Source: an optimization exercise on an open RTL-to-GDS flow (aim: small area, a short achievable clock period and few clock cycles per item). Production flows keep margins and buffers that such runs may drop.
RTL that was checked went through simulation tests only; none was proved equivalent to the original.
Power figures rest on the tool's default switching activity, not on a simulated workload.

==> inputs of v30 <==
Design sprite_line_engine, start of the top module:
module sprite_line_engine #(
  parameter int SPRITE_COUNT = 128
) (
  input  wire         clk,
  input  wire         rst_n,
  input  wire         line_start,
  input  wire  [7:0]  line_y,
  output logic        line_busy,
  output logic        param_en,
  output logic [7:0]  param_addr,
  input  wire  [31:0] param_data,
  output logic        tile_en,
  output logic [15:0] tile_addr,
  input  wire  [7:0]  tile_data,
  output logic        pal_en,
  output logic [9:0]  pal_addr,
  input  wire  [31:0] pal_data,
  output logic        line_bank,
  output logic        line_re,
  output logic [8:0]  line_raddr,
  input  wire  [31:0] line_rdata,
  output logic        line_we,
  output logic [8:0]  line_waddr,
  output logic [31:0] line_wdata
);
Settings: LEC_CHECK=0, CAP_MARGIN=20, CORE_MARGIN=2, CORE_UTILIZATION=60, CTS_CLUSTER_DIAMETER=100, CTS_CLUSTER_SIZE=20, PLACE_DENSITY=0.7, SLEW_MARGIN=20, SYNTH_HIERARCHICAL=1, SYNTH_MINIMUM_KEEP_SIZE=0; clock period 10.0 ns.
standard.sh (not shown) runs the stock make flow with config.mk's settings and CLKGATE_MAP_FILE= SYNTH_SCRIPT=/design/flow/synth_recipe.tcl, a recipe that flattens the netlist after the stock synthesis.
==> flow/flow/run.sh <==
#!/bin/bash
# Standard layout, with repair_timing asked for extra setup margin and the port buffers
# made with a plain buffer; each tool's output goes to flow_standard.log here.
set -euo pipefail
export SETUP_SLACK_MARGIN=7.0
export BUFFER_PORTS_ARGS="-buffer_cell sky130_fd_sc_hd__buf_1"
bash standard.sh > flow_standard.log 2>&1
==> v35 (differences from v30) <==
==> flow/flow/run.sh (replaced) <==
#!/bin/bash
# Standard layout, with repair_timing asked for extra setup margin and the port buffers
# made with a plain buffer; each tool's output goes to flow_standard.log here.
set -euo pipefail
export SETUP_SLACK_MARGIN=6.8
export BUFFER_PORTS_ARGS="-buffer_cell sky130_fd_sc_hd__buf_1"
bash standard.sh > flow_standard.log 2>&1
==> v9 (differences from v30) <==
--- a/flow/design.v
+++ b/flow/design.v
@@ -47,19 +47,20 @@
 );
   logic        start_ok;
   logic [7:0]  cur_y;
   logic        rd_w0;
   logic        rd_w1;
   logic        paused;
   logic        w0q_v;
-  logic        w0q_cov;
+  logic        w0q_en;
+  logic [1:0]  w0q_size;
+  logic [3:0]  w0q_oyz;
   logic        w0q_held;
   logic [6:0]  w0q_idx;
   logic [8:0]  oy_full;
-  logic        cov_in;
   logic        covers;
   logic        dec_go;
   logic        dec_block;
   logic        scan_done;
   logic        slot_empty;
   logic        w0_cap;
   logic        filling;
@@ -98,23 +99,22 @@
       line_busy <= 1'b1;
     end else if (scan_done && slot_empty && !pipe_busy) begin
       line_busy <= 1'b0;
     end
   end
   assign oy_full = {1'b0, cur_y} - {1'b0, param_data[7:0]};
   always_comb begin
-    case (param_data[25:24])
-      2'd0:    cov_in = (oy_full[8:3] == 6'd0);
-      2'd1:    cov_in = (oy_full[8:4] == 5'd0);
-      2'd2:    cov_in = (oy_full[8:5] == 4'd0);
-      default: cov_in = (oy_full[8:6] == 3'd0);
+    case (w0q_size)
+      2'd0:    covers = (w0q_oyz == 4'b1000);
+      2'd1:    covers = (w0q_oyz[3:1] == 3'b100);
+      2'd2:    covers = (w0q_oyz[3:2] == 2'b10);
+      default: covers = w0q_oyz[3];
     endcase
-    cov_in = cov_in && param_data[31];
+    covers = covers && w0q_en && w0q_v;
   end
-  assign covers = w0q_cov && w0q_v;
   assign w0q_idx   = param_addr[7:1] - 7'd2;
   assign dec_go    = covers && w0q_held;
   assign dec_block = covers && !w0q_held;
   assign scan_done = !(param_en || rd_w0 || rd_w1 || w0q_v || paused);
   always_ff @(posedge clk) begin
     if (!rst_n) begin
       param_en   <= 1'b0;
@@ -155,15 +155,17 @@
     end
   end
   assign w0_cap = slot_empty && !dec_go;
   always_ff @(posedge clk) begin
     if (start_ok) begin
       cur_y <= line_y;
     end
-    w0q_cov  <= cov_in;
+    w0q_en   <= param_data[31];
+    w0q_size <= param_data[25:24];
+    w0q_oyz  <= {(oy_full[8:6] == 3'd0), oy_full[5:3]};
     w0q_held <= w0_cap;
   end
   assign slot_empty = !(filling || q_full);
   assign gap = cur_last - q_x;
   always_ff @(posedge clk) begin
     if (!rst_n) begin
       filling <= 1'b0;
==> flow/flow/run.sh (replaced) <==
#!/bin/bash
# Standard layout, with repair_timing asked for extra setup margin and the port buffers
# made with a plain buffer; each tool's output goes to flow_standard.log here.
set -euo pipefail
export SETUP_SLACK_MARGIN=6.9
export BUFFER_PORTS_ARGS="-buffer_cell sky130_fd_sc_hd__buf_1"
bash standard.sh > flow_standard.log 2>&1
==> flow/config.mk (replaced) <==
export PLATFORM = sky130hd
export DESIGN_NAME = sprite_line_engine
export DESIGN_NICKNAME = sprite_line_engine
export VERILOG_FILES = /design/flow/design.v
export SDC_FILE = /design/flow/constraint.sdc
export NUM_CORES = 4
export LEC_CHECK = 0
export CAP_MARGIN = 20
export CORE_MARGIN = 2
export CORE_UTILIZATION = 60
export CTS_CLUSTER_DIAMETER = 150
export CTS_CLUSTER_SIZE = 24
export PLACE_DENSITY = 0.7
export SLEW_MARGIN = 20
export SYNTH_HIERARCHICAL = 1
export SYNTH_MINIMUM_KEEP_SIZE = 0
==> summary.txt <==
item                                                         v30           v35            v9
Result of the run               no timing/DRC/antenna violations  no timing/DRC/antenna violations  no timing/DRC/antenna violations
Switching pwr                                            1.38 mW       1.33 mW       1.30 mW
Routed length on met1                                  15,500 um     15,000 um     14,600 um
Period utilisation layout                                  0.315         0.321         0.308
GRT met2 Usage                                             0.420         0.373         0.394
Vias after detailed routing                               10,429        10,088        10,194
Number of gates resized after CTS                            168            12            33
Worst Setup EP                                           w0q_cov       w0q_cov    w0q_oyz[3]
Placed instance count                                      1,768         1,768         1,782
Fraction of met3 tracks used by global routing            0.0385        0.0298        0.0390
Fraction of area in multi-input gates                      0.479         0.502         0.498
Clock-cell share of area                                  0.0278        0.0306        0.0257
Die ar.                                             28,100 sq um  28,100 sq um  28,200 sq um
Setup fix buffers added after clock tree synthesis            38             4             1
Total standard cell area after synthesis            16,100 sq um  16,100 sq um  16,100 sq um
GR Util All Layers                                         0.249         0.230         0.231
Testbench counts of v30, summed over its fixed seeds: cycles 572,034, lines 768.
Testbench counts of v35, summed over its fixed seeds: cycles 572,034, lines 768.
Testbench counts of v9, summed over its fixed seeds: cycles 572,034, lines 768.

* * *

==> run a: inputs <==
Another version of the RTL of sprite_line_engine (not shown whole).
==> flow/config.mk <==
export PLATFORM = sky130hd
export DESIGN_NAME = sprite_line_engine
export DESIGN_NICKNAME = sprite_line_engine
export VERILOG_FILES = /design/flow/design.v
export SDC_FILE = /design/flow/constraint.sdc
export NUM_CORES = 4
export LEC_CHECK = 0
export CAP_MARGIN = 20
export CORE_MARGIN = 2
export CORE_UTILIZATION = 40
export PLACE_DENSITY = 0.6
export SLEW_MARGIN = 20
==> flow/constraint.sdc <==
create_clock -name core_clock -period 10.0 [get_ports {clk}]
set_input_delay 2.0000 -clock core_clock [delete_from_list [all_inputs] [get_ports {clk}]]
set_output_delay 2.0000 -clock core_clock [all_outputs]
set_load 0.01 [all_outputs]
==> flow/flow/run.sh <==
#!/bin/bash
# Standard layout, with repair_timing asked for extra setup margin and the port buffers
# made with a plain buffer; each tool's output goes to flow_standard.log here.
set -euo pipefail
export SETUP_SLACK_MARGIN=6.9
export BUFFER_PORTS_ARGS="-buffer_cell sky130_fd_sc_hd__buf_2"
bash standard.sh > flow_standard.log 2>&1
==> run b: changes against run a <==
--- a/flow/design.v
+++ b/flow/design.v
@@ -7,49 +7,51 @@
   output logic        scan_done,
   output logic [7:0]  cur_y,
   output logic        param_en,
   output logic [7:0]  param_addr,
   input  wire  [31:0] param_data,
   input  wire         slot_empty,
+  output logic        rec_w0_cap,
   output logic        rec_w0_we,
   output logic        rec_w1_we,
   output logic [1:0]  rec_size,
   output logic [8:0]  rec_x,
   output logic [5:0]  rec_oy
 );
   logic        rd_w0;
   logic        rd_w1;
   logic        paused;
   logic        w0q_v;
-  logic        w0q_en;
-  logic [1:0]  w0q_size;
-  logic [8:0]  w0q_x;
-  logic [7:0]  w0q_y;
+  logic        w0q_cov;
+  logic        w0q_held;
   logic [6:0]  w0q_idx;
   logic [8:0]  oy_full;
+  logic        cov_in;
   logic        covers;
   logic        dec_go;
   logic        dec_block;
-  assign oy_full = {1'b0, cur_y} - {1'b0, w0q_y};
+  assign oy_full = {1'b0, cur_y} - {1'b0, param_data[7:0]};
   always_comb begin
-    case (w0q_size)
-      2'd0:    covers = (oy_full[8:3] == 6'd0);
-      2'd1:    covers = (oy_full[8:4] == 5'd0);
-      2'd2:    covers = (oy_full[8:5] == 4'd0);
-      default: covers = (oy_full[8:6] == 3'd0);
+    case (param_data[25:24])
+      2'd0:    cov_in = (oy_full[8:3] == 6'd0);
+      2'd1:    cov_in = (oy_full[8:4] == 5'd0);
+      2'd2:    cov_in = (oy_full[8:5] == 4'd0);
+      default: cov_in = (oy_full[8:6] == 3'd0);
     endcase
-    covers = covers && w0q_en && w0q_v;
+    cov_in = cov_in && param_data[31];
   end
+  assign covers = w0q_cov && w0q_v;
   assign w0q_idx   = param_addr[7:1] - 7'd2;
-  assign dec_go    = covers && slot_empty;
-  assign dec_block = covers && !slot_empty;
-  assign rec_w0_we = dec_go;
-  assign rec_w1_we = rd_w1;
-  assign rec_size  = w0q_size;
-  assign rec_x     = w0q_x;
-  assign rec_oy    = oy_full[5:0];
+  assign dec_go    = covers && w0q_held;
+  assign dec_block = covers && !w0q_held;
+  assign rec_w0_cap = slot_empty && !dec_go;
+  assign rec_w0_we  = dec_go;
+  assign rec_w1_we  = rd_w1;
+  assign rec_size   = param_data[25:24];
+  assign rec_x      = param_data[16:8];
+  assign rec_oy     = oy_full[5:0];
   assign scan_done = !(param_en || rd_w0 || rd_w1 || w0q_v || paused);
   always_ff @(posedge clk) begin
     if (!rst_n) begin
       param_en   <= 1'b0;
       param_addr <= 8'd0;
       rd_w0      <= 1'b0;
@@ -88,29 +90,29 @@
     end
   end
   always_ff @(posedge clk) begin
     if (line_start) begin
       cur_y <= line_y;
     end
-    w0q_en   <= param_data[31];
-    w0q_size <= param_data[25:24];
-    w0q_x    <= param_data[16:8];
-    w0q_y    <= param_data[7:0];
+    w0q_cov  <= cov_in;
+    w0q_held <= rec_w0_cap;
   end
 endmodule
 `default_nettype wire
 `default_nettype none
 module sprite_attr_queue (
   input  wire         clk,
   input  wire         rst_n,
+  input  wire         w0_cap,
   input  wire         w0_we,
   input  wire         w1_we,
   input  wire  [1:0]  rec_size,
   input  wire  [8:0]  rec_x,
   input  wire  [5:0]  rec_oy,
   input  wire  [31:0] param_data,
+  input  wire  [8:0]  cur_last,
   output logic        slot_empty,
   output logic        q_full,
   output logic        q_conf,
   output logic [1:0]  q_size,
   output logic [8:0]  q_x,
   output logic [5:0]  q_oy,
@@ -119,17 +121,15 @@
   output logic        q_pal_mode,
   output logic [1:0]  q_pal_bank,
   output logic [3:0]  q_pal_no,
   input  wire         q_pop
 );
   logic       filling;
-  logic [8:0] prev_last;
   logic [8:0] gap;
   assign slot_empty = !(filling || q_full);
-  assign prev_last = q_x + {1'b0, 8'((8'd8 << q_size) - 8'd1)};
-  assign gap       = prev_last - rec_x;
+  assign gap = cur_last - q_x;
   always_ff @(posedge clk) begin
     if (!rst_n) begin
       filling <= 1'b0;
       q_full  <= 1'b0;
     end else begin
       if (w0_we) begin
@@ -142,18 +142,20 @@
       end else if (q_pop) begin
         q_full <= 1'b0;
       end
     end
   end
   always_ff @(posedge clk) begin
-    if (w0_we) begin
-      q_conf <= (gap[8:2] == 7'd0);
+    if (w0_cap) begin
       q_size <= rec_size;
       q_x    <= rec_x;
       q_oy   <= rec_oy;
     end
+    if (w0_we) begin
+      q_conf <= (gap[8:2] == 7'd0);
+    end
     if (w1_we) begin
       q_tile_bank <= param_data[31:28];
       q_tile_idx  <= param_data[21:16];
       q_pal_mode  <= param_data[6];
       q_pal_bank  <= param_data[5:4];
       q_pal_no    <= param_data[3:0];
@@ -174,12 +176,13 @@
   input  wire  [3:0]  q_tile_bank,
   input  wire  [5:0]  q_tile_idx,
   input  wire         q_pal_mode,
   input  wire  [1:0]  q_pal_bank,
   input  wire  [3:0]  q_pal_no,
   output logic        q_pop,
+  output logic [8:0]  cur_last,
   output logic        busy,
   output logic        tile_en,
   output logic [15:0] tile_addr,
   input  wire  [7:0]  tile_data,
   output logic        pal_en,
   output logic [9:0]  pal_addr,
@@ -191,12 +194,13 @@
   output logic        line_we,
   output logic [8:0]  line_waddr,
   output logic [31:0] line_wdata
 );
   logic [5:0]  rem;
   logic [8:0]  cur_x;
+  logic [1:0]  cur_size;
   logic [5:0]  tile_base;
   logic        v1, v3, v4, v5;
   logic        f0, f1, f2, f3, f4, f5;
   logic [6:0]  p1;
   logic [31:0] src;
   logic [31:0] dst;
@@ -204,12 +208,13 @@
   logic [15:0] cs_c [3];
   logic [7:0]  alpha_q;
   assign line_bank = cur_y[0];
   assign line_re   = pal_en;
   assign busy      = tile_en || v1 || pal_en || v3 || v4 || v5;
   assign q_pop = (rem == 6'd0) && q_full && !(q_conf && (tile_en || v1 || pal_en || v3));
+  assign cur_last = cur_x + {1'b0, 8'((8'd8 << cur_size) - 8'd1)};
   assign tile_base = q_tile_idx + 6'(q_oy[5:3] << q_size);
   always_ff @(posedge clk) begin
     if (!rst_n) begin
       rem     <= '0;
       tile_en <= 1'b0;
       v1      <= 1'b0;
@@ -234,18 +239,19 @@
       v4      <= v3;
       v5      <= v4;
       line_we <= v5;
     end
   end
   always_ff @(posedge clk) begin
-    if (rem != 6'd0) begin
-      tile_addr[2:0]  <= tile_addr[2:0] + 3'd1;
-      tile_addr[11:6] <= tile_addr[11:6] + 6'(tile_addr[2:0] == 3'd7);
-    end else if (q_pop) begin
+    if (rem == 6'd0 && q_pop) begin
       tile_addr <= {q_tile_bank, tile_base, q_oy[2:0], 3'd0};
       cur_x     <= q_x;
+      cur_size  <= q_size;
+    end else begin
+      tile_addr[2:0]  <= tile_addr[2:0] + 3'd1;
+      tile_addr[11:6] <= tile_addr[11:6] + 6'(tile_addr[2:0] == 3'd7);
     end
     f0 <= (rem == 6'd0) && q_pop;
     f1 <= f0;
     f2 <= f1;
     f3 <= f2;
     f4 <= f3;
@@ -287,16 +293,16 @@
       for (int j = 0; j < 8; j++) begin
         r[j] = 16'(a[j] ? s : d) << j;
       end
       if (a_edge) begin
         r[0] = r[0] << 1;
       end
-      t0 = csa(r[1], r[2], r[3]);
-      t1 = csa(r[4], r[5], r[6]);
+      t0 = csa(r[0], r[1], r[2]);
+      t1 = csa(r[3], r[4], r[5]);
       t2 = csa(t0[15:0], t0[31:16], t1[15:0]);
-      t3 = csa(t1[31:16], r[7], r[0]);
+      t3 = csa(t1[31:16], r[6], r[7]);
       t4 = csa(t2[15:0], t2[31:16], t3[15:0]);
       t5 = csa(t4[15:0], t4[31:16], t3[31:16]);
       cs_s[c] <= t5[15:0];
       cs_c[c] <= t5[31:16];
     end
     if (a_full) begin
@@ -345,12 +351,13 @@
 );
   logic        start_ok;
   logic        scan_done;
   logic        pipe_busy;
   logic [7:0]  cur_y;
   logic        slot_empty;
+  logic        rec_w0_cap;
   logic        rec_w0_we;
   logic        rec_w1_we;
   logic [1:0]  rec_size;
   logic [8:0]  rec_x;
   logic [5:0]  rec_oy;
   logic        q_full;
@@ -361,12 +368,13 @@
   logic [3:0]  q_tile_bank;
   logic [5:0]  q_tile_idx;
   logic        q_pal_mode;
   logic [1:0]  q_pal_bank;
   logic [3:0]  q_pal_no;
   logic        q_pop;
+  logic [8:0]  cur_last;
   assign start_ok = line_start && !line_busy;
   always_ff @(posedge clk) begin
     if (!rst_n) begin
       line_busy <= 1'b0;
     end else if (start_ok) begin
       line_busy <= 1'b1;
@@ -382,27 +390,30 @@
     .scan_done  (scan_done),
     .cur_y      (cur_y),
     .param_en   (param_en),
     .param_addr (param_addr),
     .param_data (param_data),
     .slot_empty (slot_empty),
+    .rec_w0_cap (rec_w0_cap),
     .rec_w0_we  (rec_w0_we),
     .rec_w1_we  (rec_w1_we),
     .rec_size   (rec_size),
     .rec_x      (rec_x),
     .rec_oy     (rec_oy)
   );
   sprite_attr_queue u_queue (
     .clk         (clk),
     .rst_n       (rst_n),
+    .w0_cap      (rec_w0_cap),
     .w0_we       (rec_w0_we),
     .w1_we       (rec_w1_we),
     .rec_size    (rec_size),
     .rec_x       (rec_x),
     .rec_oy      (rec_oy),
     .param_data  (param_data),
+    .cur_last    (cur_last),
     .slot_empty  (slot_empty),
     .q_full      (q_full),
     .q_conf      (q_conf),
     .q_size      (q_size),
     .q_x         (q_x),
     .q_oy        (q_oy),
@@ -425,12 +436,13 @@
     .q_tile_bank (q_tile_bank),
     .q_tile_idx  (q_tile_idx),
     .q_pal_mode  (q_pal_mode),
     .q_pal_bank  (q_pal_bank),
     .q_pal_no    (q_pal_no),
     .q_pop       (q_pop),
+    .cur_last    (cur_last),
     .busy        (pipe_busy),
     .tile_en     (tile_en),
     .tile_addr   (tile_addr),
     .tile_data   (tile_data),
     .pal_en      (pal_en),
     .pal_addr    (pal_addr),
==> flow/flow/run.sh (replaced) <==
#!/bin/bash
# Standard layout, with repair_timing asked for extra setup margin and the port buffers
# made with a plain buffer; each tool's output goes to flow_standard.log here.
set -euo pipefail
export SETUP_SLACK_MARGIN=6.8
export BUFFER_PORTS_ARGS="-buffer_cell sky130_fd_sc_hd__buf_1"
bash standard.sh > flow_standard.log 2>&1
- CORE_UTILIZATION: 40 -> 60
- CTS_CLUSTER_DIAMETER: not set -> 60
- CTS_CLUSTER_SIZE: not set -> 30
- PLACE_DENSITY: 0.6 -> 0.7
==> run c: changes against run a <==
==> flow/flow/run.sh (replaced) <==
#!/bin/bash
# Standard layout, with repair_timing asked for extra setup margin and the port buffers
# made with a plain buffer; each tool's output goes to flow_standard.log here.
set -euo pipefail
export SETUP_SLACK_MARGIN=6.7
export BUFFER_PORTS_ARGS="-buffer_cell sky130_fd_sc_hd__buf_1"
bash standard.sh > flow_standard.log 2>&1
- CORE_UTILIZATION: 40 -> 60
- PLACE_DENSITY: 0.6 -> 0.7
==> run d: changes against run a <==
--- a/flow/design.v
+++ b/flow/design.v
@@ -17,39 +17,41 @@
   output logic [5:0]  rec_oy
 );
   logic        rd_w0;
   logic        rd_w1;
   logic        paused;
   logic        w0q_v;
-  logic        w0q_en;
+  logic        w0q_cov;
   logic [1:0]  w0q_size;
   logic [8:0]  w0q_x;
-  logic [7:0]  w0q_y;
+  logic [5:0]  w0q_oy;
   logic [6:0]  w0q_idx;
   logic [8:0]  oy_full;
+  logic        cov_in;
   logic        covers;
   logic        dec_go;
   logic        dec_block;
-  assign oy_full = {1'b0, cur_y} - {1'b0, w0q_y};
+  assign oy_full = {1'b0, cur_y} - {1'b0, param_data[7:0]};
   always_comb begin
-    case (w0q_size)
-      2'd0:    covers = (oy_full[8:3] == 6'd0);
-      2'd1:    covers = (oy_full[8:4] == 5'd0);
-      2'd2:    covers = (oy_full[8:5] == 4'd0);
-      default: covers = (oy_full[8:6] == 3'd0);
+    case (param_data[25:24])
+      2'd0:    cov_in = (oy_full[8:3] == 6'd0);
+      2'd1:    cov_in = (oy_full[8:4] == 5'd0);
+      2'd2:    cov_in = (oy_full[8:5] == 4'd0);
+      default: cov_in = (oy_full[8:6] == 3'd0);
     endcase
-    covers = covers && w0q_en && w0q_v;
+    cov_in = cov_in && param_data[31];
   end
+  assign covers = w0q_cov && w0q_v;
   assign w0q_idx   = param_addr[7:1] - 7'd2;
   assign dec_go    = covers && slot_empty;
   assign dec_block = covers && !slot_empty;
   assign rec_w0_we = dec_go;
   assign rec_w1_we = rd_w1;
   assign rec_size  = w0q_size;
   assign rec_x     = w0q_x;
-  assign rec_oy    = oy_full[5:0];
+  assign rec_oy    = w0q_oy;
   assign scan_done = !(param_en || rd_w0 || rd_w1 || w0q_v || paused);
   always_ff @(posedge clk) begin
     if (!rst_n) begin
       param_en   <= 1'b0;
       param_addr <= 8'd0;
       rd_w0      <= 1'b0;
@@ -88,16 +90,16 @@
     end
   end
   always_ff @(posedge clk) begin
     if (line_start) begin
       cur_y <= line_y;
     end
-    w0q_en   <= param_data[31];
+    w0q_cov  <= cov_in;
     w0q_size <= param_data[25:24];
     w0q_x    <= param_data[16:8];
-    w0q_y    <= param_data[7:0];
+    w0q_oy   <= oy_full[5:0];
   end
 endmodule
 `default_nettype wire
 `default_nettype none
 module sprite_attr_queue (
   input  wire         clk,
@@ -234,18 +236,18 @@
       v4      <= v3;
       v5      <= v4;
       line_we <= v5;
     end
   end
   always_ff @(posedge clk) begin
-    if (rem != 6'd0) begin
-      tile_addr[2:0]  <= tile_addr[2:0] + 3'd1;
-      tile_addr[11:6] <= tile_addr[11:6] + 6'(tile_addr[2:0] == 3'd7);
-    end else if (q_pop) begin
+    if (rem == 6'd0 && q_pop) begin
       tile_addr <= {q_tile_bank, tile_base, q_oy[2:0], 3'd0};
       cur_x     <= q_x;
+    end else begin
+      tile_addr[2:0]  <= tile_addr[2:0] + 3'd1;
+      tile_addr[11:6] <= tile_addr[11:6] + 6'(tile_addr[2:0] == 3'd7);
     end
     f0 <= (rem == 6'd0) && q_pop;
     f1 <= f0;
     f2 <= f1;
     f3 <= f2;
     f4 <= f3;
@@ -287,16 +289,16 @@
       for (int j = 0; j < 8; j++) begin
         r[j] = 16'(a[j] ? s : d) << j;
       end
       if (a_edge) begin
         r[0] = r[0] << 1;
       end
-      t0 = csa(r[1], r[2], r[3]);
-      t1 = csa(r[4], r[5], r[6]);
+      t0 = csa(r[0], r[1], r[2]);
+      t1 = csa(r[3], r[4], r[5]);
       t2 = csa(t0[15:0], t0[31:16], t1[15:0]);
-      t3 = csa(t1[31:16], r[7], r[0]);
+      t3 = csa(t1[31:16], r[6], r[7]);
       t4 = csa(t2[15:0], t2[31:16], t3[15:0]);
       t5 = csa(t4[15:0], t4[31:16], t3[31:16]);
       cs_s[c] <= t5[15:0];
       cs_c[c] <= t5[31:16];
     end
     if (a_full) begin
==> flow/flow/run.sh (replaced) <==
#!/bin/bash
# Standard layout, with repair_timing asked for extra setup margin and the port buffers
# made with a plain buffer; each tool's output goes to flow_standard.log here.
set -euo pipefail
export SETUP_SLACK_MARGIN=6.5
export BUFFER_PORTS_ARGS="-buffer_cell sky130_fd_sc_hd__buf_1"
bash standard.sh > flow_standard.log 2>&1
- CORE_UTILIZATION: 40 -> 60
- PLACE_DENSITY: 0.6 -> 0.7
==> impl_results.md <==
* Synthesized netlist cell count at 1476
* Start-to-end type of the worst setup path: reg2reg
* Clock Buffer Count at 56
* Complex-gate fraction of the synthesized area at 6.13%
* Clock buffers and inverters, area share at 6.07%
* Place WS at 6440 ps
* Number of antenna violations at the first check in global routing at 4
* Result of the run: no timing/DRC/antenna violations
the above is filed under run a

==> impl_results.md <==
* Complex-gate fraction of the synthesized area at 6.04%
* Clock buffers and inverters, area share at 6.30%
* Start-to-end type of the worst setup path: reg2reg
* Clock Buffer Count at 52
* Result of the run: no timing/DRC/antenna violations
* Synthesized netlist cell count at 1409
* Number of antenna violations at the first check in global routing at 1
the above is filed under run d

==> impl_results.md <==
* Registers with the highest flip-flop counts: u_pipe.cs_c x39, u_pipe.cs_s x36
* Final Total Pwr at 4.75 mW
* End of the critical path: param_addr[4]
* Clock buffers and inverters, area share at 6.20%
* Flip-flop and latch power at 1.88 mW
* Result of the run: no timing/DRC/antenna violations
* Power of the combinational group at 1.48 mW
* Seq area share at 36.9%
* Start-to-end type of the worst setup path: reg2out
* Complex-gate fraction of the synthesized area at 6.13%
the above is filed under run c

==> impl_results.md <==
* Result of the run: no timing/DRC/antenna violations
* Clock buffers and inverters, area share at 4.29%
* Place WS at 6020 ps
* Number of antenna violations at the first check in global routing at 1
* Complex-gate fraction of the synthesized area at 5.75%
* Met1 capacity usage during global routing at 32.0%
* Start-to-end type of the worst setup path: in2reg
* Synthesized netlist cell count at 1375
the above is filed under run b

Testbench counts of run b, summed over its fixed seeds: cycles 572,034, lines 768.
Testbench counts of run d, summed over its fixed seeds: cycles 572,007, lines 768.
The RTL of run a and run c was laid out without a check of its function.

-- port drivers added, routing unchanged --
In the flow no input, the clock included, has a driving cell. The finished layouts below were timed again as built, in two steps. Step 1 sets driving cells, clkbuf_16 on the clock port and buf_2 on the other inputs (assumed; they add their load-dependent delay and slew). Step 2 also shifts input and output timing later by t, the mid clock arrival at the registers, as if the neighbouring blocks saw the same clock. Slacks: ideal ports / drivers / drivers and shift; pairs: ideal ports / drivers.
run	shift t [ns]	setup slack, ns	slew at the worst register clock pin (ns)
v30	0.560	6.845 / 6.846 / 6.286	0.09 / 0.09
v35	0.552	6.786 / 6.807 / 6.260	0.09 / 0.09
v9	0.548	6.920 / 6.876 / 6.385	0.10 / 0.10
run a	0.606	6.767 / 6.729 / 6.633	0.06 / 0.06
run b	0.579	6.817 / 6.808 / 6.257	0.09 / 0.09
run c	0.569	6.777 / 6.727 / 6.308	0.06 / 0.06
run d	0.554	6.593 / 6.593 / 6.275	0.06 / 0.06
After both steps setup and hold are still met in every run listed. For run b, which loses most, drivers alone change the setup slack by -0.009 ns; drivers and shift together by -0.560 ns.
